Context: an optimization exercise on an open-source flow, tuned for small area and a short achievable clock period. The choices shown serve that exercise and are no tape-out recipe.
In this exercise RTL edits were held to simulation tests only and were not proved equivalent to the original.
No activity file was given, so power comes from the tool's default toggle rates.

==> flow/design.v <==
package stump_mem_pkg;
    localparam int DATA_W     = 16;
    localparam int ADDR_W     = 16;
    localparam int DEPTH_LOG2 = 8;
    localparam int DEPTH      = 256;
    localparam int RD_STEP = 3;
    localparam int NTAP    = (DEPTH + RD_STEP - 1) / RD_STEP;
    localparam int WR_STEP = 5;
    function automatic bit wport_after(input int q);
        wport_after = ((q % WR_STEP) == 0) || (q == DEPTH - 1);
    endfunction
    function automatic bit ring_inv(input int p);
        int c;
        c = 0;
        for (int q = 1; q <= p; q++) begin
            if (wport_after(q - 1)) c = c + 1;
        end
        ring_inv = c[0];
    endfunction
endpackage
module stump_mem_array (
    input  logic                                        clk,
    input  logic [stump_mem_pkg::DEPTH_LOG2-1:0]        wpos,
    input  logic [stump_mem_pkg::DEPTH_LOG2-1:0]        wpos_n,
    input  logic [stump_mem_pkg::DATA_W-1:0]            wdata,
    input  logic [stump_mem_pkg::DATA_W-1:0]            wdata_n,
    input  logic [stump_mem_pkg::NTAP-1:0]              tsel_n,
    input  logic                                        tinv,
    output logic [stump_mem_pkg::DATA_W-1:0]            rdata
);
    localparam int N  = stump_mem_pkg::DEPTH;
    localparam int DW = stump_mem_pkg::DATA_W;
    localparam int RS = stump_mem_pkg::RD_STEP;
    localparam int NT = stump_mem_pkg::NTAP;
    logic [DW-1:0] ring [0:N-1];
    genvar p;
    generate
        for (p = 0; p < N; p++) begin : g_pos
            localparam int PREV = (p + N - 1) % N;
            if (stump_mem_pkg::wport_after(PREV)) begin : g_wport
                localparam bit INV = stump_mem_pkg::ring_inv(p);
                localparam logic [7:0] PQ  = 8'(PREV);
                localparam logic [7:0] PQN = ~PQ;
                logic          sel, sel_n;
                logic [DW-1:0] wd;
                assign sel   = (wpos == PQ);
                assign sel_n = (wpos_n != PQN);
                assign wd    = INV ? wdata : wdata_n;
                always_ff @(posedge clk) begin
                    ring[p] <= ~((wd | {DW{sel_n}}) & (ring[PREV] | {DW{sel}}));
                end
            end else begin : g_shift
                always_ff @(posedge clk) begin
                    ring[p] <= ring[PREV];
                end
            end
        end
    endgenerate
    logic [DW-1:0] r_true, r_inv;
    always_comb begin
        r_true = '1;
        r_inv  = '1;
        for (int j = 0; j < NT; j++) begin
            if (stump_mem_pkg::ring_inv(RS * j))
                r_inv  = r_inv  & (ring[RS * j] | {DW{tsel_n[j]}});
            else
                r_true = r_true & (ring[RS * j] | {DW{tsel_n[j]}});
        end
    end
    assign rdata = tinv ? ~r_inv : r_true;
endmodule
module stump_mem_responder (
    input  logic              CLK,
    input  logic              RST,
    input  logic              REQ,
    input  logic              WEN,
    input  logic [stump_mem_pkg::ADDR_W-1:0] ADDR,
    input  logic [stump_mem_pkg::DATA_W-1:0] DIN,
    output logic              ACK,
    output logic [stump_mem_pkg::DATA_W-1:0] DOUT,
    output logic              ERR,
    output logic              BUSY
);
    localparam int AW = stump_mem_pkg::DEPTH_LOG2;
    localparam int DW = stump_mem_pkg::DATA_W;
    localparam int NT = stump_mem_pkg::NTAP;
    localparam int RS = stump_mem_pkg::RD_STEP;
    logic busy_q, ack_q, s1_q, s2_q, s3_q;
    logic accept;
    assign accept = REQ && !busy_q;
    always_ff @(posedge CLK or posedge RST) begin
        if (RST) begin
            busy_q <= 1'b0;
            ack_q  <= 1'b0;
            s1_q   <= 1'b0;
            s2_q   <= 1'b0;
            s3_q   <= 1'b0;
        end else begin
            s1_q   <= accept;
            s2_q   <= s1_q;
            s3_q   <= s2_q;
            ack_q  <= s3_q || (ack_q && REQ);
            busy_q <= accept || s1_q || s2_q || s3_q || (ack_q && REQ);
        end
    end
    logic [AW-1:0] tnext_q;       
    logic [AW-1:0] rpos_q;        
    logic [NT-1:0] tsel_n_q;      
    logic          rhit;          
    logic          tinv;          
    logic [AW-1:0] wpos_q;        
    logic [AW-1:0] wpos_n_q;      
    logic [AW-1:0] wpos_d;
    logic [DW-1:0] wdata_q;       
    logic [DW-1:0] wdata_n_q;     
    logic          oor_q, wen_q, byp_q;
    logic [DW-1:0] dout_q;
    logic          err_q;
    logic [AW-1:0] rpos_inc, rpos_d;
    logic [NT-1:0] tsel_d;
    logic [4:0]    alo;
    logic [3:0]    ahi;
    logic [15:0]   lo_a, hi_a0, hi_a, lo_r, hi_r0, hi_r, lo_d, hi_d;
    logic          commit;
    logic [DW-1:0] rdata;
    assign rpos_inc = rpos_q + AW'(1);
    assign rpos_d   = accept ? (ADDR[AW-1:0] + tnext_q) : rpos_inc;
    assign commit   = s3_q && wen_q && !oor_q;
    assign wpos_d   = commit ? rpos_inc : (wpos_q + AW'(1));
    assign alo   = {1'b0, ADDR[3:0]} + {1'b0, tnext_q[3:0]};
    assign ahi   = ADDR[7:4] + tnext_q[7:4];
    assign lo_a  = 16'(1) << alo[3:0];
    assign hi_a0 = 16'(1) << ahi;
    assign hi_a  = alo[4] ? {hi_a0[14:0], hi_a0[15]} : hi_a0;
    assign lo_r  = 16'(1) << rpos_inc[3:0];
    assign hi_r0 = 16'(1) << rpos_q[7:4];
    assign hi_r  = (rpos_q[3:0] == 4'hf) ? {hi_r0[14:0], hi_r0[15]} : hi_r0;
    assign lo_d  = accept ? lo_a : lo_r;
    assign hi_d  = accept ? hi_a : hi_r;
    always_comb begin
        for (int j = 0; j < NT; j++) begin
            tsel_d[j] = hi_d[(RS * j) / 16] && lo_d[(RS * j) % 16];
        end
    end
    always_comb begin
        rhit = 1'b0;
        tinv = 1'b0;
        for (int j = 0; j < NT; j++) begin
            rhit = rhit | !tsel_n_q[j];
            if (stump_mem_pkg::ring_inv(RS * j)) tinv = tinv | !tsel_n_q[j];
        end
    end
    always_ff @(posedge CLK) begin
        tnext_q  <= tnext_q + AW'(1);
        rpos_q   <= rpos_d;
        tsel_n_q <= ~tsel_d;
        wpos_q   <= wpos_d;
        wpos_n_q <= ~wpos_d;
        if (commit) begin
            wdata_q   <= DIN;
            wdata_n_q <= ~DIN;
        end
        if (accept) begin
            oor_q <= |ADDR[stump_mem_pkg::ADDR_W-1:AW];
            wen_q <= WEN;
        end
        if (s1_q) byp_q <= (rpos_q == wpos_q);
        if (s3_q) begin
            err_q <= oor_q;
            if (oor_q)       dout_q <= '0;
            else if (wen_q)  dout_q <= DIN;
            else if (byp_q)  dout_q <= wdata_q;
            else if (rhit)   dout_q <= rdata;
        end else if (rhit && !ack_q) begin
            dout_q <= rdata;
        end
    end
    stump_mem_array u_array (
        .clk    (CLK),
        .wpos   (wpos_q),
        .wpos_n (wpos_n_q),
        .wdata  (wdata_q),
        .wdata_n(wdata_n_q),
        .tsel_n (tsel_n_q),
        .tinv   (tinv),
        .rdata  (rdata)
    );
    assign ACK  = ack_q;
    assign BUSY = busy_q;
    assign DOUT = dout_q;
    assign ERR  = err_q;
endmodule
==> flow/run.sh <==
#!/bin/bash
# synth_recipe.tcl (not shown) runs the flow's synth.tcl, then flattens the netlist and writes it again
# the make line also repeats each setting of config.mk as NAME=value (left out here)
make -C /OpenROAD-flow-scripts/flow DESIGN_CONFIG=/design/flow/config.mk WORK_HOME=/design/flow/orfs CLKGATE_MAP_FILE= SYNTH_SCRIPT=/design/flow/synth_recipe.tcl finish
==> flow/config.mk <==
export PLATFORM = sky130hd
export DESIGN_NAME = stump_mem_responder
export DESIGN_NICKNAME = stump_mem_responder
export VERILOG_FILES = /design/flow/design.v
export SDC_FILE = /design/flow/constraint.sdc
export NUM_CORES = 4
export LEC_CHECK = 0
export ABC_CLOCK_PERIOD_IN_PS = 2800
export CAP_MARGIN = 20
export CORE_MARGIN = 2
export CORE_UTILIZATION = 65
export CTS_CLUSTER_DIAMETER = 60
export CTS_CLUSTER_SIZE = 30
export SETUP_SLACK_MARGIN = 3.0
export SLEW_MARGIN = 20
==> flow/constraint.sdc <==
create_clock -name core_clock -period 5.5 [get_ports {CLK}]
set_input_delay 1.1000 -clock core_clock [delete_from_list [all_inputs] [get_ports {CLK}]]
set_output_delay 1.1000 -clock core_clock [all_outputs]
set_load 0.01 [all_outputs]
==> out/metrics.cfg, run 1 <==
[drt]
first_pass_iters=14
routed_wl_um=433000
viasPerCell=7.20
vias=68600
initialDrtViolationCount=14000
wl_per_cell_um=45.4
ant_nets=0
drc=0

[clocking]
clk_latency_ns=0.88
cts_tree=yes
cts_sinks=4271
path_clk_slew_ns=0.11
clock_path_buffers=3
cts_buffers=181
cts_root_buf=clkbuf_16
cts_hold_buf=0
h-tree-depth=4

[worst_setup_path]
r2r_start=wpos_n_q[0]
reg2reg_depth=4
critPathSlowestCell=edfxtp_1
r2r_slack_ns=2.75
path_cells=buf_2
cpLargestDelayFamily=flip-flops
r2r-end=u_array.ring[11][8]
path_class=register to primary output
path_max_fanout=2
slowest_delay_ns=0.56
arrival_ns=1.66
critPathBufInv=1
crit_required_ns=4.40
cp-start-kind=register
end_kind=primary output

[sta]
slew_viol_final=0
clock-skew-final_ns=0.0507
period_share_pct=50.2
finalHoldViolCount=0
hold_ws_ns=0.317
fmax_ghz=0.362
tns_ns=0
worst_pin_slew_ns=1.30
finalSetupViolations=0
min_period_ns=2.76
slew_headroom_pct=13.0
rsz0062_at_grt=true

[global_route]
antenna_found_initial=65
grt_pass1_vias=60600
met2_usage_pct=68.8
grt_pass1_wl_um=551000
grt.busiest_layer=met2
grt_util_met3_pct=25.1
grt_max_degree=32
met1_usage_pct=65.4
grt_usage_pct=52.5
grt_overflow=0

[finish]
instances_no_fill=9531
drive_above_1_share_pct=12.5
area_delta_synth_final_pct=12.3
nFillCells=10200
layout.nets=7359

[floorplanning]
die_w_um=401
dieArea_um2=161000
core_area_um2=156000
die_h_um=401
start_util_pct=65.5
io_pins=55
num_rows=145

[yosys]
ys.flop_type=dfxtp_1
synth_top_area_share_pct=82.3
synth_area_leaders=dfxtp_1 82%, o22ai_1 9.0%, edfxtp_1 1.5%
synthesis.nets=7176
yosysMostFrequentCell=dfxtp_1
syn_area_per_cell_um2=14.4
yosysTopAreaCell=dfxtp_1
yosysUniqueCellTypes=47
syn_area_um2=102000
yosysWarnings=3
synth_cells=7125
synth_edf_count=52
synth-seq-cells=4271
synth-async-reset-ratio_pct=0.117
ys_seq_area_share_pct=84.0
synthTopCellsByCount=4214 x dfxtp_1, 1477 x o22ai_1, 204 x nand2_1

[place]
port_buffers=54
gp_congestion=1.02
placed_cells=9014
detailed_place_hpwl_um=257000

[pwr]
ir_drop_mv=0.423
total_power_uw=62600
power_density_nw_per_um2=544
p_leak_uw=0.0456

[min_path]
hold_class=register to register
holdPathEnd=u_array.ring[152][1]
hp-start=u_array.ring[151][1]
hold_depth=0

[outcome]
outcome=finished clean

[run]
maxCapViolCount=0

## worst max path at each step
stage,to,depth (start not counted),slack (ns),startpoint
after global placement,tsel_n_q[34],10,1.81,ADDR[0]
after global routing,DOUT[2],1,2.74,dout_q[2]
after floorplan,tsel_n_q[66],9,2.71,ADDR[0]
final,DOUT[5],1,2.74,dout_q[5]
after CTS,DOUT[8],1,2.76,dout_q[8]
after detailed placement,tsel_n_q[66],10,1.84,ADDR[0]
## placed cells by master, fill, tap and decap left out, drive strengths merged, types with 31 or more instances in the layout
master / instances
buf: 369
diode: 64
o22ai: 1483
dfxtp: 4214
nor3: 42
clkdlybuf4s50: 31
a21oi: 31
nand2: 204
clkbuf: 214
nor4: 143
edfxtp: 52
o21ai: 34
nand4: 58
nor2: 168
inv: 69
## state kept, by name, summed over array words and instances, names as in the netlist, 8 cells and up
register,cells
tsel_n_q,86
u_array.ring,4096
wpos_q,8
wdata_n_q,16
tnext_q,8
dout_q,16
rpos_q,8
wpos_n_q,8
wdata_q,16
## metal layers
metal	wire, µm	vias up	share of wire (%)
met2	168000	7415	39
met4	44500	37	10
met5	707	-	0.16
li1	-	25600	-
met3	73100	2301	17
met1	147000	33300	34
## layout make-up
class / instances / area (µm²) / share of cell area, %
antenna: 64 / 160 / 0.139
clock buffer: 214 / 4880 / 4.24
clock inverter: 70 / 948 / 0.824
inverter: 38 / 151 / 0.132
multi-input combinational: 2411 / 15800 / 13.7
sequential: 4271 / 86300 / 75.0
tap: 2058 / 2570 / 2.24
timing repair buffer: 404 / 4200 / 3.65
timing repair inverter: 1 / 5.00 / 0.00435
## repair_timing
item / 4_1_cts / 5_1_grt
gates cloned: 1 / 0
setup endpoints to repair: 375 / 329
buffers inserted: 106 / 58
pin swaps: 37 / 22
gates resized for setup: 250 / 88
## through the flow
stage	setup WS, ns	util [%]	cell area (µm²)
5_1_grt	2.74	73.5	115000
3_5_place_dp	1.84	67.9	106000
6_report	2.74	73.6	115000
4_1_cts	2.76	72.7	114000
2_1_floorplan	2.71	-	103000
3_3_place_gp	1.81	67.7	106000
## cells by family after synthesis
group | synth area share [%]
adder cells (fa/ha/maj) | 0.198
AND/OR/NAND/NOR | 3.53
AO/OA/AOI/OAI | 10.1
flip-flops | 84.0
buffers and inverters | 1.88
XOR/XNOR | 0.308
multiplexers | 0.0195
## power by group
part	internal, µW	switching [µW]
logic	2060	3700
clock network	7010	9730
registers	36800	3290
total	45900	16700
==> run 2: changes to the inputs <==
--- a/flow/design.v
+++ b/flow/design.v
@@ -165,16 +165,20 @@
             wen_q <= WEN;
         end
         if (s1_q) byp_q <= (rpos_q == wpos_q);
-        if (s3_q) begin
-            err_q <= oor_q;
-            if (oor_q)       dout_q <= '0;
-            else if (wen_q)  dout_q <= DIN;
-            else if (byp_q)  dout_q <= wdata_q;
-            else if (rhit)   dout_q <= rdata;
-        end else if (rhit && !ack_q) begin
-            dout_q <= rdata;
-        end
+        dout_q <= dout_d;
+        err_q  <= err_d;
     end
+    logic          ld_rd, ld_din, ld_wd, ld_any, err_d;
+    logic [DW-1:0] dout_d;
+    assign ld_rd  = rhit && !ack_q && !(s3_q && (oor_q || wen_q || byp_q));
+    assign ld_din = s3_q && !oor_q && wen_q;
+    assign ld_wd  = s3_q && !oor_q && !wen_q && byp_q;
+    assign ld_any = ld_rd || ld_din || ld_wd || (s3_q && oor_q);
+    assign dout_d = ({DW{ld_rd}}  & rdata)
+                  | ({DW{ld_din}} & DIN)
+                  | ({DW{ld_wd}}  & wdata_q)
+                  | ({DW{!ld_any}} & dout_q);
+    assign err_d  = (s3_q & oor_q) | (!s3_q & err_q);
     stump_mem_array u_array (
         .clk    (CLK),
         .wpos   (wpos_q),
--- a/flow/config.mk
+++ b/flow/config.mk
@@ -11,5 +11,5 @@
 export CORE_UTILIZATION = 65
 export CTS_CLUSTER_DIAMETER = 60
 export CTS_CLUSTER_SIZE = 30
-export SETUP_SLACK_MARGIN = 3.0
+export SETUP_SLACK_MARGIN = 3.2
 export SLEW_MARGIN = 20
==> run 2 against run 1 <==
Against the previous run:
- clock-buffer cell count is 3 lower
- clock skew increased by 0.0089 ns
- routed wire length rose by 1.3%
- hold slack got worse by 0.017 ns
- non-clock buffer count grew 125
- power grew 0.16%
- global-route usage grew 1.1 points
- cell count is 0.74% higher
- critical endpoint unchanged
==> out/metrics.cfg, run 2 <==
[sta]
finalSetupViolations=0  ; unchanged
slew_viol_final=0  ; unchanged
finalHoldViolCount=0  ; unchanged
period_share_pct=46.5  ; -3.7 points
rsz0062_at_grt=true
tns_ns=0  ; unchanged
min_period_ns=2.56  ; -0.206 ns
fmax_ghz=0.391  ; +8.1%
worst_pin_slew_ns=1.24  ; -0.0661 ns
slew_headroom_pct=17.4  ; +4.4 points
clock-skew-final_ns=0.0596  ; +0.00890 ns

[yosys]
synth_area_leaders=dfxtp_1 83%, o22ai_1 8.7%, edfxtp_1 1.1%
yosysTopAreaCell=dfxtp_1
synth-async-reset-ratio_pct=0.117  ; unchanged
synth_top_family_by_area=compound AO/OA/AOI/OAI gates
synth-adder-area-share_pct=0.199  ; +0.00085 points
yosysUniqueCellTypes=59  ; +26%
synth_top_area_share_pct=83.0  ; +0.67 points
synthesis.nets=7087  ; -1.2%
ys_seq_area_share_pct=84.2  ; +0.20 points
synth_cells=7036  ; -1.2%
synthTopCellsByCount=4230 x dfxtp_1, 1415 x o22ai_1, 267 x clkbuf_1
synth-xor-area-share_pct=0.300  ; -0.0073 points
yosysWarnings=3  ; unchanged
synth-seq-cells=4271  ; unchanged
ys.flop_type=dfxtp_1
syn_area_um2=102000  ; -0.43%
yosysMostFrequentCell=dfxtp_1
synth.area.mux_share_pct=0.0515  ; +0.032 points
synth_edf_count=36  ; -31%
synth_compound_area_share_pct=10.4  ; +0.31 points
synthSimpleGateAreaFrac_pct=3.12  ; -0.41 points
syn_area_per_cell_um2=14.5  ; +0.83%

[clocking]
clk_latency_ns=0.90  ; +0.02 ns
cts_tree=yes
cts_buffers=177  ; -2.2%
cts_root_buf=clkbuf_16
cts_sinks=4271  ; unchanged
path_clk_slew_ns=0.11  ; about the same
h-tree-depth=4  ; unchanged
clock_path_buffers=3  ; unchanged
cts_hold_buf=0  ; unchanged

[global_route]
grt_usage_pct=53.6  ; +1.1 points
grt_overflow=0  ; unchanged
grt_pass1_vias=60200  ; -0.72%
grt_max_degree=33  ; +3.1%
antenna_found_initial=65  ; unchanged
grt_pass1_wl_um=552000  ; +0.15%

[pwr]
power_density_nw_per_um2=538  ; -1.1%
ir_drop_mv=0.458  ; +8.2%
p_leak_uw=0.0462  ; +1.3%

[min_path]
hold_class=register to register

[drt]
initialDrtViolationCount=14200  ; +1.4%
ant_nets=0  ; unchanged
wl_per_cell_um=45.7  ; +0.59%
routed_wl_um=439000  ; +1.3%
first_pass_iters=15  ; +1
drc=0  ; unchanged
viasPerCell=7.18  ; -0.28%
vias=68900  ; +0.47%

[finish]
largest_registers=u_array.ring (4096), tsel_n_q (86)
layout.nets=7402  ; +0.58%
area_delta_synth_final_pct=14.3
largest_reg_flops=4096  ; unchanged
mostFrequentLayoutCells=4117 x dfxtp_1, 1399 x o22ai_1, 327 x buf_4
fin_util_pct=74.7  ; +1.1 points
largest_register=u_array.ring
drive_above_1_share_pct=15.0  ; +2.5 points
final_common_cell=dfxtp_1

[floorplanning]
die_h_um=400  ; -0.21%
io_pins=55  ; unchanged
start_util_pct=65.4  ; -0.13 points
num_rows=145  ; unchanged
die_w_um=400  ; -0.21%
core_area_um2=156000  ; -0.23%
dieArea_um2=160000  ; -0.43%

[worst_setup_path]
path_class=register to primary output
critPathSlowestCell=dfxtp_4
critPathBufInv=1  ; unchanged
path_max_fanout=2  ; unchanged
path_cells=buf_6
cpLargestDelayFamily=flip-flops
cp-start-kind=register
crit_required_ns=4.40  ; about the same
r2r_slack_ns=3.04  ; +0.29 ns
end_kind=primary output
arrival_ns=1.46  ; -0.20 ns
slowest_delay_ns=0.45  ; -0.11 ns

[outcome]
outcome=finished clean

[place]
gp_congestion=0.995  ; -2.8%
port_buffers=54  ; unchanged
detailed_place_hpwl_um=260000  ; +0.92%

[run]
maxCapViolCount=0  ; unchanged

## run 2: cell families after synthesis
kind of cell               after synthesis
DFF                                   4271
AOI/OAI and AO/OA                     1634
and+or+nand+nor                        633
buffers and inverters                  444
xor gates and xnor gates                35
adders and majority gates               15
muxes                                    4
## run 2: area by class of cell
class                           instances  area [µm²]
Inverter                               51         230
Clock inverter                         76         962
Clock buffer                          211        4800
Antenna cell                           85         213
Timing Repair Buffer                  529        5560
Multi-Input combinational cell       2321       16000
Fill cell                            9903       39500
Tap cell                             2058        2570
Sequential cell                      4271       86200
## run 2: metrics by stage
stage / cells / setup WS [ns] / area (µm²) / total power, µW / hold WS, ns
after floorplan: 7036 / 2.73 / 102000 / 41300 / 0.310
after global placement: 8942 / 1.62 / 106000 / 44800 / 0.310
after detailed placement: 8953 / 1.59 / 106000 / 45000 / 0.312
after CTS: 9443 / 2.96 / 115000 / 61300 / 0.304
after global routing: 9519 / 2.95 / 116000 / 63600 / 0.310
final: 9602 / 2.94 / 117000 / 62700 / 0.301
## run 2: timing repair
| action | in CTS | in global routing |
|---|---|---|
| setup endpoints to repair | 799 | 490 |
| gates cloned | 1 | 0 |
| setup buffers | 202 | 71 |
| gates resized for setup | 383 | 118 |
| pin swaps | 78 | 39 |
## run 2: worst register-to-register path, stage by stage, from the launching register on
cell	delay (ns)
dfxtp_2	0.81
buf_6	0.44
o22ai_1	0.30
nor4_1	0.39
and4_1	0.26
nand3_1	0.08
o211ai_1	0.10
## run 2: metal layers
metal  share of wire (%)  track usage [%]  wire (µm)
met1                  35             67.3     153000
met2                  37             66.2     163000
met3                  19             31.1      81500
met4                 9.3             40.8      40800
met5                0.21             4.09        922
## run 2: report_power, final
group,internal [µW],leakage [µW],switching (µW)
sequential,36600,0.0350,3200
clock,6880,0.00281,9760
combinational,2170,0.00837,4040
## run 2: path summary, 6_finish.rpt
kind,startpoint,end,cells after the start
worst max-delay path,dout_q[5],DOUT[5],1
worst min-delay path,u_array.ring[19][12],u_array.ring[20][12],0
worst max register to register,tsel_n_q[72],dout_q[11],6
worst min register to register,u_array.ring[19][12],u_array.ring[20][12],0
max in group asynchronous,RST,ack_q,2
min in group asynchronous,RST,s2_q,2
==> run 3: changes to the inputs <==
==> flow/flow/run.sh (new file) <==
#!/bin/bash
# The standard layout (the standard.sh, unchanged synthesis, floorplan,
# power grid and tap cells), with one change at clock tree synthesis: no
# dummy loads are added to balance the tree.  Make's output goes to
# flow.log; each ORFS step keeps its own log under orfs/logs/.
set -euo pipefail
bash standard.sh finish \
  "CTS_ARGS=-sink_clustering_enable -repair_clock_nets -sink_clustering_size 30 -sink_clustering_max_diameter 60 -dont_use_dummy_load" \
  > flow.log 2>&1
==> flow/standard.sh (new file) <==
#!/bin/bash
# synth_recipe.tcl (not shown) runs the flow's synth.tcl, then flattens the netlist and writes it again
# the make line also repeats each setting of config.mk as NAME=value (left out here)
make -C /OpenROAD-flow-scripts/flow DESIGN_CONFIG=/design/flow/config.mk WORK_HOME=/design/flow/orfs CLKGATE_MAP_FILE= SYNTH_SCRIPT=/design/flow/synth_recipe.tcl "${@:-finish}"
removed: flow/run.sh
==> run 3 against run 2 <==
Against the previous run:
- still clean on timing, DRC and antenna
- cell count decreased by 0.90%
- final area is 1.2% lower
- core utilization down 0.87 points
- synthesized area unchanged
- critical endpoint is now u_array.ring[161][15]
- largest cell class unchanged
- highest routed layer unchanged
==> out/metrics.cfg, run 3 <==
[run]
maxCapViolCount=0  ; unchanged

[finish]
instances_no_fill=9516  ; -0.90%
largest_reg_flops=4096  ; unchanged
layout.nets=7419  ; +0.23%
largest_registers=u_array.ring (4096), tsel_n_q (86)
area_delta_synth_final_pct=12.9
final_area_um2=115000  ; -1.2%
fin_util_pct=73.8  ; -0.87 points
final_common_cell=dfxtp_1
largest_register=u_array.ring
drive_above_1_share_pct=13.9  ; -1.1 points
mostFrequentLayoutCells=4119 x dfxtp_1, 1400 x o22ai_1, 349 x buf_4

[worst_setup_path]
arrival_ns=3.37  ; +1.91 ns
path_max_fanout=16  ; +14
cp-start-kind=register
end_kind=register
path_class=register to register
crit_required_ns=6.21  ; +1.81 ns

[drt]
first_pass_iters=9  ; -6
wl_per_cell_um=45.9  ; +0.56%
initialDrtViolationCount=14800  ; +4.0%
drc=0  ; unchanged
ant_nets=0  ; unchanged
viasPerCell=7.25  ; +0.95%
vias=69000  ; +0.046%
routed_wl_um=437000  ; -0.34%

[clocking]
h-tree-depth=4  ; unchanged
cts_buffers=177  ; unchanged
clk_latency_ns=0.87  ; -0.03 ns
path_clk_slew_ns=0.11  ; about the same
cts_sinks=4271  ; unchanged
cts_hold_buf=0  ; unchanged
clock_path_buffers=3  ; unchanged
cts_root_buf=clkbuf_16
cts_tree=yes

[yosys]
synth_edf_count=36  ; unchanged
synth-async-reset-ratio_pct=0.117  ; unchanged
syn_area_per_cell_um2=14.5  ; unchanged
synth_top_area_share_pct=83.0  ; unchanged
synthTopCellsByCount=4230 x dfxtp_1, 1415 x o22ai_1, 267 x clkbuf_1
syn_area_um2=102000  ; unchanged
synth-adder-area-share_pct=0.199  ; unchanged
ys_seq_area_share_pct=84.2  ; unchanged
synth-seq-cells=4271  ; unchanged
synth-xor-area-share_pct=0.300  ; unchanged
synthesis.nets=7087  ; unchanged
synth_cells=7036  ; unchanged
yosysUniqueCellTypes=59  ; unchanged
synth_area_leaders=dfxtp_1 83%, o22ai_1 8.7%, edfxtp_1 1.1%
synth.area.mux_share_pct=0.0515  ; unchanged
ys.flop_type=dfxtp_1
yosysTopAreaCell=dfxtp_1
synth_top_family_by_area=compound AO/OA/AOI/OAI gates
synthSimpleGateAreaFrac_pct=3.12  ; unchanged
yosysMostFrequentCell=dfxtp_1
synth_compound_area_share_pct=10.4  ; unchanged
yosysWarnings=3  ; unchanged

[pwr]
internal-power_uw=44600  ; -2.4%
total_power_uw=60700  ; -3.1%
power_density_nw_per_um2=527  ; -2.0%
switching_share_pct=26.6  ; -0.54 points
p_leak_uw=0.0455  ; -1.4%
ir_drop_mv=0.470  ; +2.8%
seq_power_share_pct=65.6  ; +2.1 points
clkPwrFrac_pct=24.3  ; -2.3 points
power.switching_uw=16100  ; -5.0%
power.share.combinational_pct=10.1  ; +0.2 points

[floorplanning]
die_h_um=400  ; unchanged
num_rows=145  ; unchanged
start_util_pct=65.4  ; unchanged
dieArea_um2=160000  ; unchanged
core_area_um2=156000  ; unchanged
io_pins=55  ; unchanged
die_w_um=400  ; unchanged

[global_route]
grt_pass1_vias=60000  ; -0.24%
grt_max_degree=33  ; unchanged
grt_pass1_wl_um=550000  ; -0.42%
antenna_found_initial=57  ; -12%
grt_overflow=0  ; unchanged
grt_usage_pct=53.2  ; -0.35 points

[sta]
fmax_ghz=0.375  ; -4.1%
rsz0062_at_grt=true
tns_ns=0  ; unchanged
finalHoldViolCount=0  ; unchanged
slew_viol_final=0  ; unchanged
clock-skew-final_ns=0.122  ; +0.0625 ns
worst_pin_slew_ns=1.25  ; +0.0141 ns
min_period_ns=2.66  ; +0.108 ns
finalSetupViolations=0  ; unchanged
slew_headroom_pct=16.5  ; -0.94 points
period_share_pct=48.4  ; +2.0 points

[outcome]
outcome=finished clean

[place]
detailed_place_hpwl_um=260000  ; unchanged
placed_cells=8953  ; unchanged
gp_congestion=0.995  ; unchanged
place_area_um2=106000  ; unchanged
port_buffers=54  ; unchanged

[min_path]
hold_class=register to register

==> run 3: cell types whose count changed in the layout (fill, tap and decap cells not counted), sizes merged <==
cell / change
dlygate4sd2: +1
diode: +7
inv: -35
clkdlybuf4s50: -1
dlymetal6s2s: -1
clkbuf: -33
buf: +17
clkinv: -25
bufinv: -8
clkinvlp: -8
==> run 3: stage by stage <==
| stage | hold slack (ns) | setup slack, ns |
|---|---|---|
| final | 0.237 | 2.84 |
| after global routing | 0.236 | 2.97 |
| after CTS | 0.238 | 3.01 |
| after detailed placement | 0.312 | 1.59 |
| after global placement | 0.310 | 1.62 |
| after floorplan | 0.310 | 2.73 |
==> run 3: cell type report <==
cell class | instances | area, µm²
flip-flops and latches | 4271 | 86200
diodes | 92 | 230
well taps | 2058 | 2570
multi-input cells | 2321 | 15900
fillers | 10100 | 40800
inverters | 51 | 233
clock buffers | 177 | 4430
repair buffers | 546 | 5630
==> run 3: power groups by stage <==
stage	Clock (µW)	Sequential [µW]	Combinational [µW]
6_report	14800	39800	6150
5_1_grt	15600	40000	6090
4_1_cts	14500	39500	5430
3_5_place_dp	0	40300	4680
3_3_place_gp	0	40200	4600
2_1_floorplan	0	38500	2820
==> run 3: what timing repair did <==
item                       in CTS  in global routing
pin swaps                      76                 26
buffers inserted              227                 63
setup endpoints to repair     733                427
gates resized for setup       385                 82
cloned                          1                  0
==> run 3: cell families (layout without fill, tap and decap cells) <==
group           count (synthesis)  in the layout
buf+inv                       444            774
mux                             4              4
flops                        4271           4271
compound gates               1634           1634
fa+ha+maj                      15             15
other cells                     0             92
simple gates                  633            633
xor+xnor                       35             35
==> run 3: path summary, 6_finish.rpt <==
path / slack, ns / depth (start not counted) / to / startpoint
min in group asynchronous: 0.58 / 2 / s2_q / RST
max in group asynchronous: 4.74 / 2 / ack_q / RST
worst max-delay path: 2.84 / 4 / u_array.ring[161][15] / wpos_n_q[6]
worst min-delay path: 0.24 / 0 / u_array.ring[20][12] / u_array.ring[19][12]
worst max register to register: 2.84 / 4 / u_array.ring[161][15] / wpos_n_q[6]
worst min register to register: 0.24 / 0 / u_array.ring[20][12] / u_array.ring[19][12]
==> run 3: routing by layer <==
layer  global-route usage [%]  wire length [µm]  part of all wire, %  vias to the layer above
li1                         -                 -                    -                    25500
met2                     67.2            163000                   37                     7652
met3                     29.5             79800                   18                     2025
met5                     2.51              1120                 0.26                        -
met4                     37.6             39500                  9.0                       35
met1                     68.0            153000                   35                    33700
==> run 3: worst max-delay path: stages (launching register included) <==
cell      delay [ns]
dfxtp_1         0.49
nand2b_1        0.19
nor2_1          0.61
nand2_2         0.86
o22ai_1         0.42
==> run 4: changes to the inputs <==
==> flow/flow/run.sh (replaced) <==
#!/bin/bash
# The standard layout (the standard.sh, unchanged synthesis, floorplan,
# power grid and tap cells), with two changes: clock tree synthesis adds no
# dummy loads to balance the tree, and the resizer may swap a cell for one
# of another footprint.  Make's output goes to flow.log; each ORFS step
# keeps its own log under orfs/logs/.
set -euo pipefail
bash standard.sh finish \
  "CTS_ARGS=-sink_clustering_enable -repair_clock_nets -sink_clustering_size 30 -sink_clustering_max_diameter 60 -dont_use_dummy_load" \
  MATCH_CELL_FOOTPRINT=0 \
  > flow.log 2>&1
==> run 4 against run 3 <==
Against the previous run:
- critical path depth is 3 lower
- die area stayed put
- register-to-register slack better by 0.21 ns
- non-clock buffer count is 88 lower
- sequential cell count stayed put
- combinational power is 2% lower
==> out/metrics.cfg, run 4 <==
[yosys]
synth_edf_count=36  ; unchanged
synthTopCellsByCount=4230 x dfxtp_1, 1415 x o22ai_1, 267 x clkbuf_1
synth_cells=7036  ; unchanged
synth-seq-cells=4271  ; unchanged
synthesis.nets=7087  ; unchanged
synth_top_area_share_pct=83.0  ; unchanged
synth_area_leaders=dfxtp_1 83%, o22ai_1 8.7%, edfxtp_1 1.1%
yosysUniqueCellTypes=59  ; unchanged
synth-async-reset-ratio_pct=0.117  ; unchanged
ys.flop_type=dfxtp_1
yosysWarnings=3  ; unchanged
syn_area_per_cell_um2=14.5  ; unchanged
yosysTopAreaCell=dfxtp_1
yosysMostFrequentCell=dfxtp_1
syn_area_um2=102000  ; unchanged
ys_seq_area_share_pct=84.2  ; unchanged

[drt]
ant_nets=0  ; unchanged
wl_per_cell_um=46.1  ; +0.42%
drc=0  ; unchanged
viasPerCell=7.23  ; -0.24%
first_pass_iters=9  ; unchanged
vias=68100  ; -1.3%
initialDrtViolationCount=12500  ; -15%
routed_wl_um=434000  ; -0.66%

[global_route]
antenna_found_initial=61  ; +7.0%
grt_overflow=0  ; unchanged
grt_max_degree=31  ; -6.1%
grt_pass1_vias=59800  ; -0.38%
grt_pass1_wl_um=546000  ; -0.70%
grt_usage_pct=52.8  ; -0.41 points

[finish]
mostFrequentLayoutCells=4124 x dfxtp_1, 1402 x o22ai_1, 267 x buf_4
largest_register=u_array.ring
nFillCells=10100  ; +0.46%
largest_registers=u_array.ring (4096), tsel_n_q (86)
final_common_cell=dfxtp_1
layout.nets=7334  ; -1.1%
regArea_um2=86200  ; about the same
area_delta_synth_final_pct=12.0
drive_above_1_share_pct=12.8  ; -1.1 points
multi_input_area_um2=15900  ; +0.19%
largest_reg_flops=4096  ; unchanged

[sta]
finalSetupViolations=0  ; unchanged
rsz0062_at_grt=true
setup_ws_ns=3.03  ; +0.195 ns
period_share_pct=44.9  ; -3.5 points
min_period_ns=2.47  ; -0.195 ns
finalHoldViolCount=0  ; unchanged
worst_pin_slew_ns=1.08  ; -0.170 ns
clock-skew-final_ns=0.0900  ; -0.0321 ns
slew_viol_final=0  ; unchanged
fmax_ghz=0.405  ; +7.9%
hold_ws_ns=0.249  ; +0.0119 ns
tns_ns=0  ; unchanged
slew_headroom_pct=27.8  ; +11 points

[floorplanning]
die_h_um=400  ; unchanged
num_rows=145  ; unchanged
start_util_pct=65.4  ; unchanged
dieArea_um2=160000  ; unchanged
core_area_um2=156000  ; unchanged
die_w_um=400  ; unchanged
io_pins=55  ; unchanged

[worst_setup_path]
critPathBufInv=1  ; +1
cp-start-kind=register
crit_required_ns=4.40  ; -1.81 ns
path_max_fanout=2  ; -14
r2r_slack_ns=3.05  ; +0.21 ns
path_class=register to primary output
path_cells=buf_6
end_kind=primary output
arrival_ns=1.37  ; -2.00 ns
cpLargestDelayFamily=flip-flops
critPathSlowestCell=dfxtp_4
slowest_delay_ns=0.42  ; -0.44 ns

[place]
place_ws_ns=1.60  ; +0.00936 ns
detailed_place_hpwl_um=263000  ; +1.1%
port_buffers=54  ; unchanged
gp_congestion=1.03  ; +3.8%

[clocking]
cts_buffers=180  ; +1.7%
cts_hold_buf=0  ; unchanged
h-tree-depth=4  ; unchanged
cts_root_buf=clkbuf_16
cts_tree=yes
clk_latency_ns=0.86  ; about the same
cts_sinks=4271  ; unchanged
path_clk_slew_ns=0.11  ; about the same
clock_path_buffers=3  ; unchanged

[pwr]
ir_drop_mv=0.424  ; -9.9%
power_density_nw_per_um2=533  ; +1.1%
p_leak_uw=0.0451  ; -0.95%
total_power_uw=60900  ; +0.28%

[min_path]
hold_class=register to register

[outcome]
outcome=finished clean

[run]
maxCapViolCount=0  ; unchanged

run 4: cell counts after synthesis:
Identical to the previous run, type by type.
run 4: per-stage QoR:
step	utilization, %	instances	cell area [µm²]
after global placement	67.9	8941	106000
after CTS	72.4	9283	113000
after floorplan	-	7036	102000
after global routing	73.1	9342	114000
after detailed placement	68.0	8948	106000
final	73.2	9414	114000
run 4: power breakdown:
group,switching [µW],internal (µW)
sequential,3380,36600
clock,9030,5870
combinational,3830,2170
total,16200,44700
run 4: cells by family (layout without fill, tap and decap cells):
family | after synthesis | in the layout | synth area share, %
flip-flops | 4271 | 4271 | 84.2
AO/OA/AOI/OAI | 1634 | 1634 | 10.4
AND/OR/NAND/NOR | 633 | 633 | 3.12
buffers and inverters | 444 | 689 | 1.76
XOR/XNOR | 35 | 35 | 0.300
adder cells (fa/ha/maj) | 15 | 15 | 0.199
multiplexers | 4 | 4 | 0.0515
other | 0 | 75 | 0
run 4: layer usage:
metal | GRT usage, % | wire [µm]
met2 | 69.2 | 168000
met4 | 42.5 | 43200
met1 | 66.0 | 149000
met3 | 25.1 | 73800
met5 | 0.666 | 425
run 4: final timing paths:
check / to / start / cells after the start
max in group asynchronous: ack_q / RST / 2
worst max-delay path: DOUT[6] / dout_q[6] / 1
worst min-delay path: u_array.ring[42][15] / u_array.ring[41][15] / 0
worst max register to register: dout_q[5] / tsel_n_q[13] / 6
worst min register to register: u_array.ring[42][15] / u_array.ring[41][15] / 0
min in group asynchronous: s3_q / RST / 2
run 4: what timing repair did:
action,CTS,global route
setup buffers,155,53
pin swaps,37,47
resized for setup,334,135
setup endpoints to repair,462,527
cloned,0,0
run 4: cell type report:
cell class	count	share of cell area, %
inverter	51	0.191
timing repair buffer	458	4.09
sequential	4271	75.4
antenna	75	0.164
tap	2058	2.25
multi-input combinational	2321	13.9
clock buffer	180	3.94
==> run 5: changes to the inputs <==
--- a/flow/config.mk
+++ b/flow/config.mk
@@ -8,7 +8,7 @@
 export ABC_CLOCK_PERIOD_IN_PS = 2800
 export CAP_MARGIN = 20
 export CORE_MARGIN = 2
-export CORE_UTILIZATION = 65
+export CORE_UTILIZATION = 58
 export CTS_CLUSTER_DIAMETER = 60
 export CTS_CLUSTER_SIZE = 30
 export SETUP_SLACK_MARGIN = 3.2
==> run 5 against run 4 <==
Against the previous run:
- largest power group unchanged
- critical endpoint is now u_array.ring[146][3]
- setup slack worse by 0.13 ns
- critical path depth is 4 higher
- global-route usage is 3.5 points lower
- die area is 12% higher
- core utilization is 6.8 points lower
- synthesized area stayed put
- non-clock buffer count is 57 higher
- via count is 2.3% higher
- sequential power hardly changed
- register-to-register slack worse by 0.15 ns
- combinational power is 4.8% higher
==> out/metrics.cfg, run 5 <==
[pwr]
total_power_uw=61000  ; +0.22%
power.switching_uw=16300  ; +0.12%
power_density_nw_per_um2=527  ; -1.1%
ir_drop_mv=0.536  ; +26%
switching_share_pct=26.6  ; about the same
seq_power_share_pct=65.0  ; -0.7 points
p_leak_uw=0.0459  ; +1.7%
internal-power_uw=44800  ; +0.25%
power.share.combinational_pct=10.3  ; +0.4 points
clkPwrFrac_pct=24.7  ; +0.2 points

[finish]
area_delta_synth_final_pct=13.5
mostFrequentLayoutCells=4117 x dfxtp_1, 1401 x o22ai_1, 303 x buf_4
instances_no_fill=9787  ; +4.0%
layout.nets=7395  ; +0.83%
largest_register=u_array.ring
final_area_um2=116000  ; +1.3%
largest_reg_flops=4096  ; unchanged
fin_util_pct=66.4  ; -6.8 points
drive_above_1_share_pct=14.0  ; +1.1 points
final_common_cell=dfxtp_1
nFillCells=12600  ; +25%
largest_registers=u_array.ring (4096), tsel_n_q (86)

[worst_setup_path]
r2r_slack_ns=2.90  ; -0.15 ns
crit_required_ns=6.26  ; +1.86 ns
crit_start=wpos_n_q[1]
r2r-end=u_array.ring[146][3]
end_kind=register
reg2reg_depth=5  ; -1
path_cells=nand2b_1 -> nor2_2 -> nand2_4 -> buf_4 -> o22ai_1
path_max_fanout=12  ; +10
cp-start-kind=register
path_class=register to register
r2r_start=wpos_n_q[1]
slowest_delay_ns=0.55  ; +0.13 ns
critPathSlowestCell=dfxtp_2
arrival_ns=3.36  ; +1.99 ns

[floorplanning]
start_util_pct=58.5  ; -6.9 points
die_h_um=423  ; +5.8%
num_rows=153  ; +5.5%
io_pins=55  ; unchanged
die_w_um=423  ; +5.8%
dieArea_um2=179000  ; +12%
core_area_um2=174000  ; +12%

[drt]
routed_wl_um=456000  ; +5.1%
top_layer_used=met5
drc=0  ; unchanged
wl_met3_um=80500  ; +9.0%
wl_per_cell_um=46.6  ; +1.1%
vias=69600  ; +2.3%
initialDrtViolationCount=13700  ; +9.7%
wirelength_met1_um=161000  ; +8.2%
viasPerCell=7.11  ; -1.6%
wl_met2_um=174000  ; +3.4%
ant_nets=0  ; unchanged
first_pass_iters=13  ; +4

[clocking]
clock_path_buffers=3  ; unchanged
cts_buffers=184  ; +2.2%
clk_latency_ns=0.90  ; +0.04 ns
cts_root_buf=clkbuf_16
h-tree-depth=4  ; unchanged
cts_hold_buf=0  ; unchanged
path_clk_slew_ns=0.10  ; about the same
cts_sinks=4271  ; unchanged
cts_tree=yes

[global_route]
grt_overflow=0  ; unchanged
grt_pass1_wl_um=569000  ; +4.3%
grt_usage_pct=49.3  ; -3.5 points
antenna_found_initial=84  ; +38%
grt_pass1_vias=59400  ; -0.62%
grt_max_degree=33  ; +6.5%

[yosys]
synth-seq-cells=4271  ; unchanged
synth_area_leaders=dfxtp_1 83%, o22ai_1 8.7%, edfxtp_1 1.1%
syn_area_per_cell_um2=14.5  ; unchanged
synth-async-reset-ratio_pct=0.117  ; unchanged
synth_cells=7036  ; unchanged
syn_area_um2=102000  ; unchanged
yosysWarnings=3  ; unchanged
synthesis.nets=7087  ; unchanged
synth_edf_count=36  ; unchanged
ys.flop_type=dfxtp_1
ys_seq_area_share_pct=84.2  ; unchanged
yosysMostFrequentCell=dfxtp_1
synthTopCellsByCount=4230 x dfxtp_1, 1415 x o22ai_1, 267 x clkbuf_1
yosysUniqueCellTypes=59  ; unchanged
yosysTopAreaCell=dfxtp_1
synth_top_area_share_pct=83.0  ; unchanged

[run]
maxCapViolCount=0  ; unchanged

[sta]
tns_ns=0  ; unchanged
slew_headroom_pct=29.8  ; +2.0 points
rsz0062_at_grt=true
worst_pin_slew_ns=1.05  ; -0.0296 ns
finalSetupViolations=0  ; unchanged
period_share_pct=47.3  ; +2.4 points
min_period_ns=2.60  ; +0.134 ns
fmax_ghz=0.384  ; -5.2%
clock-skew-final_ns=0.105  ; +0.0153 ns
slew_viol_final=0  ; unchanged
finalHoldViolCount=0  ; unchanged

[outcome]
outcome=finished clean

[place]
placed_cells=9241  ; +3.3%
gp_congestion=1.01  ; -2.1%
place_area_um2=107000  ; +0.57%
port_buffers=54  ; unchanged
detailed_place_hpwl_um=267000  ; +1.7%

[min_path]
hold_class=register to register
hold_depth=0  ; unchanged
holdPathEnd=u_array.ring[35][12]
hp-start=u_array.ring[34][12]

## run 5: what timing repair did
item,CTS,global route
cloned,0,1
pin swaps,54,51
setup endpoints to repair,630,613
resized for setup,403,189
buffers inserted,160,80
hold endpoints to repair,0,0
## run 5: worst max-delay path by stage
stage	to	slack (ns)	cells after the start
6_report	u_array.ring[146][3]	2.90	5
5_1_grt	ERR	2.89	1
4_1_cts	ERR	2.88	1
3_5_place_dp	tsel_n_q[4]	1.68	6
3_3_place_gp	tsel_n_q[68]	1.74	6
2_1_floorplan	tsel_n_q[73]	2.73	7
## run 5: final cells by class
class,instances,area (µm²),share of cell area (%)
tap,2325,2910,2.51
antenna,120,300,0.259
sequential,4271,86100,74.4
timing repair buffer,515,5450,4.71
inverter,51,219,0.189
multi-input combinational,2321,16200,14.0
clock buffer,184,4600,3.98
## run 5: routing by layer
metal / vias up / GRT usage (%)
li1: 25500 / -
met1: 34200 / 63.2
met2: 7735 / 62.3
met3: 2104 / 25.9
met4: 38 / 36.3
met5: - / 1.48
## run 5: worst max-delay path: cells and delay by family (launching register included)
| family | cells | cell delay (ns) |
|---|---|---|
| simple gates | 3 | 1.15 |
| flops | 1 | 0.55 |
| buf+inv | 1 | 0.44 |
| compound gates | 1 | 0.33 |
## run 5: power groups by stage
stage          Combinational, µW  Sequential (µW)  Clock [µW]
6_report                    6290            39700       15000
3_3_place_gp                4870            40000           0
4_1_cts                     5440            39400       14900
2_1_floorplan               2840            38500           0
5_1_grt                     6210            39900       16000
3_5_place_dp                4940            40100           0
## run 5: stage by stage
stage	worst slack (ns)	hold WS (ns)
floorplan	2.73	0.310
global placement	1.74	0.310
detailed placement	1.68	0.312
finish	2.90	0.260
global route	2.89	0.257
CTS	2.88	0.264
## run 5: logic make-up after synthesis
| family | count (synthesis) | synth area share, % |
|---|---|---|
| AND/OR/NAND/NOR | 633 | 3.12 |
| buffers and inverters | 444 | 1.76 |
| XOR/XNOR | 35 | 0.300 |
| AO/OA/AOI/OAI | 1634 | 10.4 |
| multiplexers | 4 | 0.0515 |
| adder cells (fa/ha/maj) | 15 | 0.199 |
| flip-flops | 4271 | 84.2 |
==> run 6: changes to the inputs <==
--- a/flow/design.v
+++ b/flow/design.v
@@ -20,8 +20,10 @@
 endpackage
 module stump_mem_array (
     input  logic                                        clk,
-    input  logic [stump_mem_pkg::DEPTH_LOG2-1:0]        wpos,
-    input  logic [stump_mem_pkg::DEPTH_LOG2-1:0]        wpos_n,
+    input  logic [15:0]                                 whi,
+    input  logic [15:0]                                 wlo,
+    input  logic [15:0]                                 whi_n,
+    input  logic [15:0]                                 wlo_n,
     input  logic [stump_mem_pkg::DATA_W-1:0]            wdata,
     input  logic [stump_mem_pkg::DATA_W-1:0]            wdata_n,
     input  logic [stump_mem_pkg::NTAP-1:0]              tsel_n,
@@ -39,12 +41,10 @@
             localparam int PREV = (p + N - 1) % N;
             if (stump_mem_pkg::wport_after(PREV)) begin : g_wport
                 localparam bit INV = stump_mem_pkg::ring_inv(p);
-                localparam logic [7:0] PQ  = 8'(PREV);
-                localparam logic [7:0] PQN = ~PQ;
                 logic          sel, sel_n;
                 logic [DW-1:0] wd;
-                assign sel   = (wpos == PQ);
-                assign sel_n = (wpos_n != PQN);
+                assign sel   = whi[PREV / 16] & wlo[PREV % 16];
+                assign sel_n = whi_n[PREV / 16] | wlo_n[PREV % 16];
                 assign wd    = INV ? wdata : wdata_n;
                 always_ff @(posedge clk) begin
                     ring[p] <= ~((wd | {DW{sel_n}}) & (ring[PREV] | {DW{sel}}));
@@ -109,7 +109,8 @@
     logic          rhit;          
     logic          tinv;          
     logic [AW-1:0] wpos_q;        
-    logic [AW-1:0] wpos_n_q;      
+    logic [15:0]   whi_q, wlo_q;      
+    logic [15:0]   whi_n_q, wlo_n_q;  
     logic [AW-1:0] wpos_d;
     logic [DW-1:0] wdata_q;       
     logic [DW-1:0] wdata_n_q;     
@@ -155,7 +156,10 @@
         rpos_q   <= rpos_d;
         tsel_n_q <= ~tsel_d;
         wpos_q   <= wpos_d;
-        wpos_n_q <= ~wpos_d;
+        whi_q    <= 16'(1) << wpos_d[7:4];
+        wlo_q    <= 16'(1) << wpos_d[3:0];
+        whi_n_q  <= ~(16'(1) << wpos_d[7:4]);
+        wlo_n_q  <= ~(16'(1) << wpos_d[3:0]);
         if (commit) begin
             wdata_q   <= DIN;
             wdata_n_q <= ~DIN;
@@ -181,8 +185,10 @@
     assign err_d  = (s3_q & oor_q) | (!s3_q & err_q);
     stump_mem_array u_array (
         .clk    (CLK),
-        .wpos   (wpos_q),
-        .wpos_n (wpos_n_q),
+        .whi    (whi_q),
+        .wlo    (wlo_q),
+        .whi_n  (whi_n_q),
+        .wlo_n  (wlo_n_q),
         .wdata  (wdata_q),
         .wdata_n(wdata_n_q),
         .tsel_n (tsel_n_q),
--- a/flow/config.mk
+++ b/flow/config.mk
@@ -8,7 +8,7 @@
 export ABC_CLOCK_PERIOD_IN_PS = 2800
 export CAP_MARGIN = 20
 export CORE_MARGIN = 2
-export CORE_UTILIZATION = 58
+export CORE_UTILIZATION = 65
 export CTS_CLUSTER_DIAMETER = 60
 export CTS_CLUSTER_SIZE = 30
 export SETUP_SLACK_MARGIN = 3.2
==> run 6 against run 5 <==
Against the previous run:
- power grew 4.9%
- sequential cell count grew 56
- sequential share of layout area rose by 1.0 points
- clock-buffer cell count fell by 3
- first-iteration DRC count up 2.7%
- still clean
- register-to-register slack improved by 0.04 ns
- critical path depth is 4 lower
==> out/metrics.cfg, run 6 <==
[finish]
instances_no_fill=9544  ; -2.5%
area_delta_synth_final_pct=11.3
final_common_cell=dfxtp_1
largest_registers=u_array.ring (4096), tsel_n_q (86)
largest_reg_flops=4096  ; unchanged
layout.nets=7428  ; +0.45%
largest_register=u_array.ring
drive_above_1_share_pct=13.4  ; -0.62 points
mostFrequentLayoutCells=4182 x dfxtp_1, 1469 x o22ai_1, 286 x buf_4

[yosys]
yosysUniqueCellTypes=64  ; +8.5%
yosysTopAreaCell=dfxtp_1
yosysWarnings=3  ; unchanged
synth-seq-cells=4327  ; +1.3%
synth_area_leaders=dfxtp_1 83%, o22ai_1 8.9%, clkbuf_1 1.2%
syn_area_um2=104000  ; +1.9%
synth_top_area_share_pct=82.5  ; -0.47 points
synthSimpleGateAreaFrac_pct=3.44  ; +0.32 points
synthTopCellsByCount=4286 x dfxtp_1, 1482 x o22ai_1, 340 x clkbuf_1
synth-adder-area-share_pct=0.159  ; -0.040 points
synth-async-reset-ratio_pct=0.116  ; -0.0015 points
synthesis.nets=7260  ; +2.4%
synth_cells=7212  ; +2.5%
synth_top_family_by_area=compound AO/OA/AOI/OAI gates
syn_area_per_cell_um2=14.4  ; -0.58%
ys_seq_area_share_pct=83.7  ; -0.50 points
synth.area.mux_share_pct=0.0722  ; +0.021 points
ys.flop_type=dfxtp_1
synth_compound_area_share_pct=9.95  ; -0.44 points
yosysMostFrequentCell=dfxtp_1
synth_edf_count=36  ; unchanged
synth-xor-area-share_pct=0.319  ; +0.018 points

[drt]
ant_nets=0  ; unchanged
first_pass_iters=14  ; +1
initialDrtViolationCount=14100  ; +2.7%
routed_wl_um=436000  ; -4.6%
drc=0  ; unchanged
vias=69100  ; -0.78%
wl_per_cell_um=45.6  ; -2.1%
viasPerCell=7.24  ; +1.7%

[pwr]
power.share.combinational_pct=12.1  ; +1.8 points
switching_share_pct=27.4  ; +0.79 points
p_leak_uw=0.0459  ; about the same
internal-power_uw=46500  ; +3.8%
power.switching_uw=17600  ; +8.0%
clkPwrFrac_pct=23.5  ; -1.2 points
seq_power_share_pct=64.4  ; -0.6 points
power_density_nw_per_um2=554  ; +5.0%
ir_drop_mv=0.499  ; -6.8%

[clocking]
cts_tree=yes
cts_sinks=4327  ; +1.3%
cts_root_buf=clkbuf_16
cts_buffers=181  ; -1.6%
path_clk_slew_ns=0.11  ; about the same
clock_path_buffers=3  ; unchanged
h-tree-depth=4  ; unchanged
clk_latency_ns=0.88  ; -0.02 ns

[floorplanning]
num_rows=146  ; -4.6%
start_util_pct=65.6  ; +7.1 points
io_pins=55  ; unchanged
core_area_um2=159000  ; -9.1%
die_w_um=404  ; -4.6%
dieArea_um2=163000  ; -9.0%
die_h_um=404  ; -4.6%

[outcome]
outcome=finished clean

[sta]
min_period_ns=2.60  ; -0.00747 ns
slew_viol_final=0  ; unchanged
finalSetupViolations=0  ; unchanged
worst_pin_slew_ns=1.37  ; +0.312 ns
tns_ns=0  ; unchanged
clock-skew-final_ns=0.0660  ; -0.0393 ns
fmax_ghz=0.385  ; +0.29%
finalHoldViolCount=0  ; unchanged
rsz0062_at_grt=true
period_share_pct=47.2  ; -0.14 points
slew_headroom_pct=8.95  ; -21 points
hold_ws_ns=0.287  ; +0.0268 ns

[worst_setup_path]
critPathBufInv=1  ; unchanged
critPathSlowestCell=dfxtp_4
path_cells=buf_6
crit_required_ns=4.40  ; -1.86 ns
cp-start-kind=register
path_class=register to primary output
cpLargestDelayFamily=flip-flops
end_kind=primary output
path_max_fanout=2  ; -10
slowest_delay_ns=0.49  ; -0.06 ns
arrival_ns=1.50  ; -1.86 ns

[global_route]
grt_usage_pct=51.3  ; +2.0 points
antenna_found_initial=69  ; -18%
grt_max_degree=31  ; -6.1%
grt_pass1_vias=59600  ; +0.35%
grt_overflow=0  ; unchanged
grt_pass1_wl_um=542000  ; -4.7%

[place]
gp_congestion=1.01  ; -0.39%
placed_cells=8998  ; -2.6%
detailed_place_hpwl_um=249000  ; -6.6%
port_buffers=54  ; unchanged

[run]
maxCapViolCount=0  ; unchanged

[min_path]
hold_class=register to register

[run 6: changes by cell type after synthesis, moves of 17 or more]
cell,change
o221ai_1,-28
o22ai_1,+67
clkbuf_1,+73
buf_4,+35
or2_2,+53
nand2_1,-43
o22a_1,-39
and2_1,+54
o21ai_1,+17
buf_2,-22
inv_1,-23
buf_6,+21
dfxtp_1,+56
[run 6: per-stage QoR]
step	worst slack [ns]	utilization, %	instance area [µm²]	power, µW
global placement	1.67	67.0	106000	47000
finish	2.90	73.0	116000	64000
floorplan	2.74	-	104000	43100
detailed placement	1.61	67.0	106000	47200
global route	2.91	72.8	115000	65000
CTS	2.90	71.5	113000	62100
[run 6: cell type report]
cell class                 count  area [µm²]
multi-input combinational   2361       15500
timing repair buffer         481        5410
sequential                  4327       87300
clock buffer                 181        4530
antenna                       94         235
tap                         2072        2590
fill                       10300       42900
inverter                      28         123
[run 6: routing by layer]
layer	routed length (µm)	global-route usage, %
met5	599	2.68
met4	43300	38.4
met3	75700	25.8
met2	166000	67.0
met1	150000	64.3
[run 6: cell families after synthesis]
group / after synthesis
fa+ha+maj: 12
buf+inv: 526
mux: 7
flops: 4327
simple gates: 680
xor+xnor: 37
compound gates: 1623
[run 6: final timing paths]
| path | startpoint | to | slack [ns] | depth (start not counted) |
|---|---|---|---|---|
| max | dout_q[13] | DOUT[13] | 2.90 | 1 |
| min | u_array.ring[59][11] | u_array.ring[60][11] | 0.29 | 0 |
| max reg2reg | tsel_n_q[43] | dout_q[9] | 2.94 | 8 |
| min reg2reg | u_array.ring[59][11] | u_array.ring[60][11] | 0.29 | 0 |
| max in group asynchronous | RST | ack_q | 4.84 | 2 |
| min in group asynchronous | RST | s3_q | 0.47 | 2 |
[run 6: repair_timing]
| action | in CTS | in global routing |
|---|---|---|
| hold buffers | 0 | 0 |
| cloned | 1 | 7 |
| gates resized for setup | 416 | 116 |
| setup buffers | 138 | 122 |
| pin swaps | 27 | 53 |
| endpoints found under the setup margin | 215 | 124 |
[run 6: power by group through the flow]
stage	Clock [µW]	Sequential, µW	Combinational (µW)
floorplan	0	39700	3420
global placement	0	41500	5530
detailed placement	0	41600	5610
CTS	14800	40900	6480
global route	15900	41400	7710
finish	15000	41300	7760
==> run 7: changes to the inputs <==
--- a/flow/config.mk
+++ b/flow/config.mk
@@ -8,7 +8,7 @@
 export ABC_CLOCK_PERIOD_IN_PS = 2800
 export CAP_MARGIN = 20
 export CORE_MARGIN = 2
-export CORE_UTILIZATION = 65
+export CORE_UTILIZATION = 58
 export CTS_CLUSTER_DIAMETER = 60
 export CTS_CLUSTER_SIZE = 30
 export SETUP_SLACK_MARGIN = 3.2
==> run 7 against run 6 <==
Against the previous run:
- the layout now fails its checks (antenna rules)
- sequential share of layout area shrank 0.32 points
- register-to-register slack better by 0.13 ns
- power decreased by 0.41%
- routed wire length grew 2.8%
- non-clock buffer count grew 6
==> out/metrics.cfg, run 7 <==
[floorplanning]
die_h_um=427  ; +5.8%
die_w_um=427  ; +5.8%
start_util_pct=58.3  ; -7.2 points
dieArea_um2=183000  ; +12%
num_rows=155  ; +6.2%
io_pins=55  ; unchanged
core_area_um2=178000  ; +12%

[sta]
fmax_ghz=0.392  ; +1.7%
finalHoldViolCount=0  ; unchanged
min_period_ns=2.55  ; -0.0430 ns
slew_viol_final=0  ; unchanged
period_share_pct=46.4  ; -0.78 points
slew_headroom_pct=8.33  ; -0.62 points
finalSetupViolations=0  ; unchanged
rsz0062_at_grt=true
clock-skew-final_ns=0.115  ; +0.0488 ns
tns_ns=0  ; unchanged
setup_ws_ns=2.95  ; +0.0430 ns
worst_pin_slew_ns=1.38  ; +0.00930 ns

[run]
maxCapViolCount=0  ; unchanged

[finish]
fin_util_pct=65.2  ; -7.8 points
largest_registers=u_array.ring (4096), tsel_n_q (86)
nFillCells=13000  ; +27%
mostFrequentLayoutCells=4182 x dfxtp_1, 1471 x o22ai_1, 279 x buf_4
area_delta_synth_final_pct=11.8
final_area_um2=116000  ; +0.43%
largest_register=u_array.ring
layout.nets=7441  ; +0.18%
final_common_cell=dfxtp_1
drive_above_1_share_pct=13.1  ; -0.21 points
largest_reg_flops=4096  ; unchanged

[place]
gp_congestion=0.974  ; -3.3%
port_buffers=54  ; unchanged
place_ws_ns=1.69  ; +0.0785 ns
detailed_place_hpwl_um=253000  ; +1.4%
place_area_um2=107000  ; +0.65%

[worst_setup_path]
path_cells=buf_6
crit_required_ns=4.40  ; about the same
r2r_slack_ns=3.07  ; +0.13 ns
end_kind=primary output
cpLargestDelayFamily=flip-flops
critPathBufInv=1  ; unchanged
slowest_delay_ns=0.43  ; -0.06 ns
path_class=register to primary output
path_max_fanout=2  ; unchanged
critPathSlowestCell=dfxtp_4
arrival_ns=1.45  ; -0.05 ns
cp-start-kind=register

[global_route]
grt_max_degree=32  ; +3.2%
grt_pass1_vias=59100  ; -0.86%
grt_pass1_wl_um=561000  ; +3.4%
grt_overflow=0  ; unchanged
antenna_found_initial=59  ; -14%
grt_usage_pct=47.8  ; -3.5 points

[clocking]
cts_hold_buf=0  ; unchanged
cts_root_buf=clkbuf_16
cts_buffers=190  ; +5.0%
cts_sinks=4327  ; unchanged
path_clk_slew_ns=0.11  ; about the same
cts_tree=yes
h-tree-depth=4  ; unchanged
clk_latency_ns=0.90  ; +0.02 ns
clock_path_buffers=3  ; unchanged

[pwr]
total_power_uw=63800  ; -0.41%
p_leak_uw=0.0460  ; +0.23%
power_density_nw_per_um2=549  ; -0.83%
ir_drop_mv=0.349  ; -30%

[yosys]
yosysUniqueCellTypes=64  ; unchanged
synth_area_leaders=dfxtp_1 83%, o22ai_1 8.9%, clkbuf_1 1.2%
synth-seq-cells=4327  ; unchanged
synthesis.nets=7260  ; unchanged
ys_seq_area_share_pct=83.7  ; unchanged
yosysTopAreaCell=dfxtp_1
syn_area_um2=104000  ; unchanged
synth-async-reset-ratio_pct=0.116  ; unchanged
yosysWarnings=3  ; unchanged
yosysMostFrequentCell=dfxtp_1
synth_top_area_share_pct=82.5  ; unchanged
synth_edf_count=36  ; unchanged
synthTopCellsByCount=4286 x dfxtp_1, 1482 x o22ai_1, 340 x clkbuf_1
synth_cells=7212  ; unchanged
ys.flop_type=dfxtp_1
syn_area_per_cell_um2=14.4  ; unchanged

[outcome]
outcome=finished with violations
so.violations=antenna rules

[drt]
routed_wl_um=448000  ; +2.8%
initialDrtViolationCount=13200  ; -6.1%
viasPerCell=6.97  ; -3.7%
ant_nets=1  ; +1
wl_per_cell_um=45.5  ; -0.35%
drc=0  ; unchanged
first_pass_iters=12  ; -2
vias=68600  ; -0.70%

[min_path]
hold_class=register to register

## run 7: cell counts after synthesis
Identical to the previous run, type by type.
## run 7: repair_timing
action,4_1_cts,5_1_grt
gates resized for setup,415,120
setup endpoints to repair,218,118
pin swaps,19,35
gates cloned,0,1
buffers inserted,90,138
## run 7: layout make-up
type	count	area (µm²)	area share [%]
Antenna cell	96	240	0.207
Sequential cell	4327	87300	75.1
Inverter	28	124	0.107
Timing Repair Buffer	487	5520	4.75
Multi-Input combinational cell	2359	15300	13.2
Tap cell	2355	2950	2.54
Clock buffer	190	4750	4.09
## run 7: worst paths after layout
kind | from | end | depth (start not counted)
max | dout_q[2] | DOUT[2] | 1
min | u_array.ring[188][0] | u_array.ring[189][0] | 0
max reg2reg | tsel_n_q[43] | dout_q[10] | 7
min reg2reg | u_array.ring[188][0] | u_array.ring[189][0] | 0
max in group asynchronous | RST | s2_q | 2
min in group asynchronous | RST | s3_q | 2
## run 7: cells by family (layout without fill, tap and decap cells)
| group | Yosys count | after routing | share of synthesized area (%) |
|---|---|---|---|
| AO/OA/AOI/OAI | 1623 | 1623 | 9.95 |
| XOR/XNOR | 37 | 37 | 0.319 |
| adder cells (fa/ha/maj) | 12 | 12 | 0.159 |
| buffers and inverters | 526 | 705 | 2.37 |
| flip-flops | 4327 | 4327 | 83.7 |
| multiplexers | 7 | 7 | 0.0722 |
| other | 0 | 96 | 0 |
| AND/OR/NAND/NOR | 680 | 680 | 3.44 |
## run 7: stage by stage
step / hold WS [ns] / instances
final: 0.262 / 9842
after CTS: 0.269 / 9604
after global placement: 0.310 / 9322
after floorplan: 0.310 / 7212
after detailed placement: 0.312 / 9324
after global routing: 0.264 / 9752
## run 7: power by group
part           switching (µW)  internal, µW  total [µW]  leakage [µW]
Combinational            4620          2600        7220       0.00824
Clock                    9250          6180       15400       0.00234
Sequential               3400         37700       41100        0.0355
## run 7: layer usage
layer  part of all wire (%)  GRT usage (%)  up-vias  wire length [µm]
met2                     40           64.1     7114            177000
met5                   0.18           2.59        -               819
met4                    9.5           36.5       42             42500
met1                     35           58.6    33500            158000
li1                       -              -    25700                 -
met3                     15           23.0     2294             69100

[static timing again, ports no longer ideal]
Ports are ideal in the flow. The routed layouts listed here were re-timed in OpenROAD.
Step 1 (the two cells are an assumption about what drives the block):
set clk [get_ports {CLK}]
set_driving_cell -lib_cell sky130_fd_sc_hd__clkbuf_16 $clk
set_driving_cell -lib_cell sky130_fd_sc_hd__buf_2 [delete_from_list [all_inputs] $clk]
Step 2 moves the port delays by t, midway between the first and last clock arrival at a register: inputs arrive t later, outputs are due t later. That takes back most of the time a late clock gives input paths.
Slacks: no drivers / after step 1 / after step 2; pairs: no drivers / after step 1.
| run | t (ns) | setup WS [ns] | hold WS [ns] | latest minus earliest clock arrival (ns) | worst data-port slew with drivers (ns) |
|---|---|---|---|---|---|
| run 1 | 0.949 | 2.738 / 2.644 / 2.178 | 0.317 / 0.317 / 0.317 | 0.053 / 0.053 | 0.05 |
| run 2 | 0.959 | 2.944 / 2.851 / 2.315 | 0.301 / 0.301 / 0.301 | 0.059 / 0.060 | 0.08 |
| run 3 | 0.896 | 2.836 / 2.836 / 2.354 | 0.237 / 0.237 / 0.237 | 0.123 / 0.123 | 0.08 |
| run 4 | 0.905 | 3.030 / 2.941 / 2.263 | 0.249 / 0.249 / 0.249 | 0.109 / 0.108 | 0.06 |
| run 5 | 0.937 | 2.896 / 2.837 / 2.290 | 0.260 / 0.260 / 0.260 | 0.106 / 0.106 | 0.09 |
| run 6 | 0.934 | 2.904 / 2.816 / 2.295 | 0.287 / 0.287 / 0.287 | 0.082 / 0.082 | 0.04 |
| run 7 | 0.946 | 2.947 / 2.849 / 2.311 | 0.262 / 0.262 / 0.262 | 0.120 / 0.119 | 0.05 |
For run 4, which loses most, drivers alone change the setup slack by -0.089 ns; drivers and shift together by -0.767 ns.
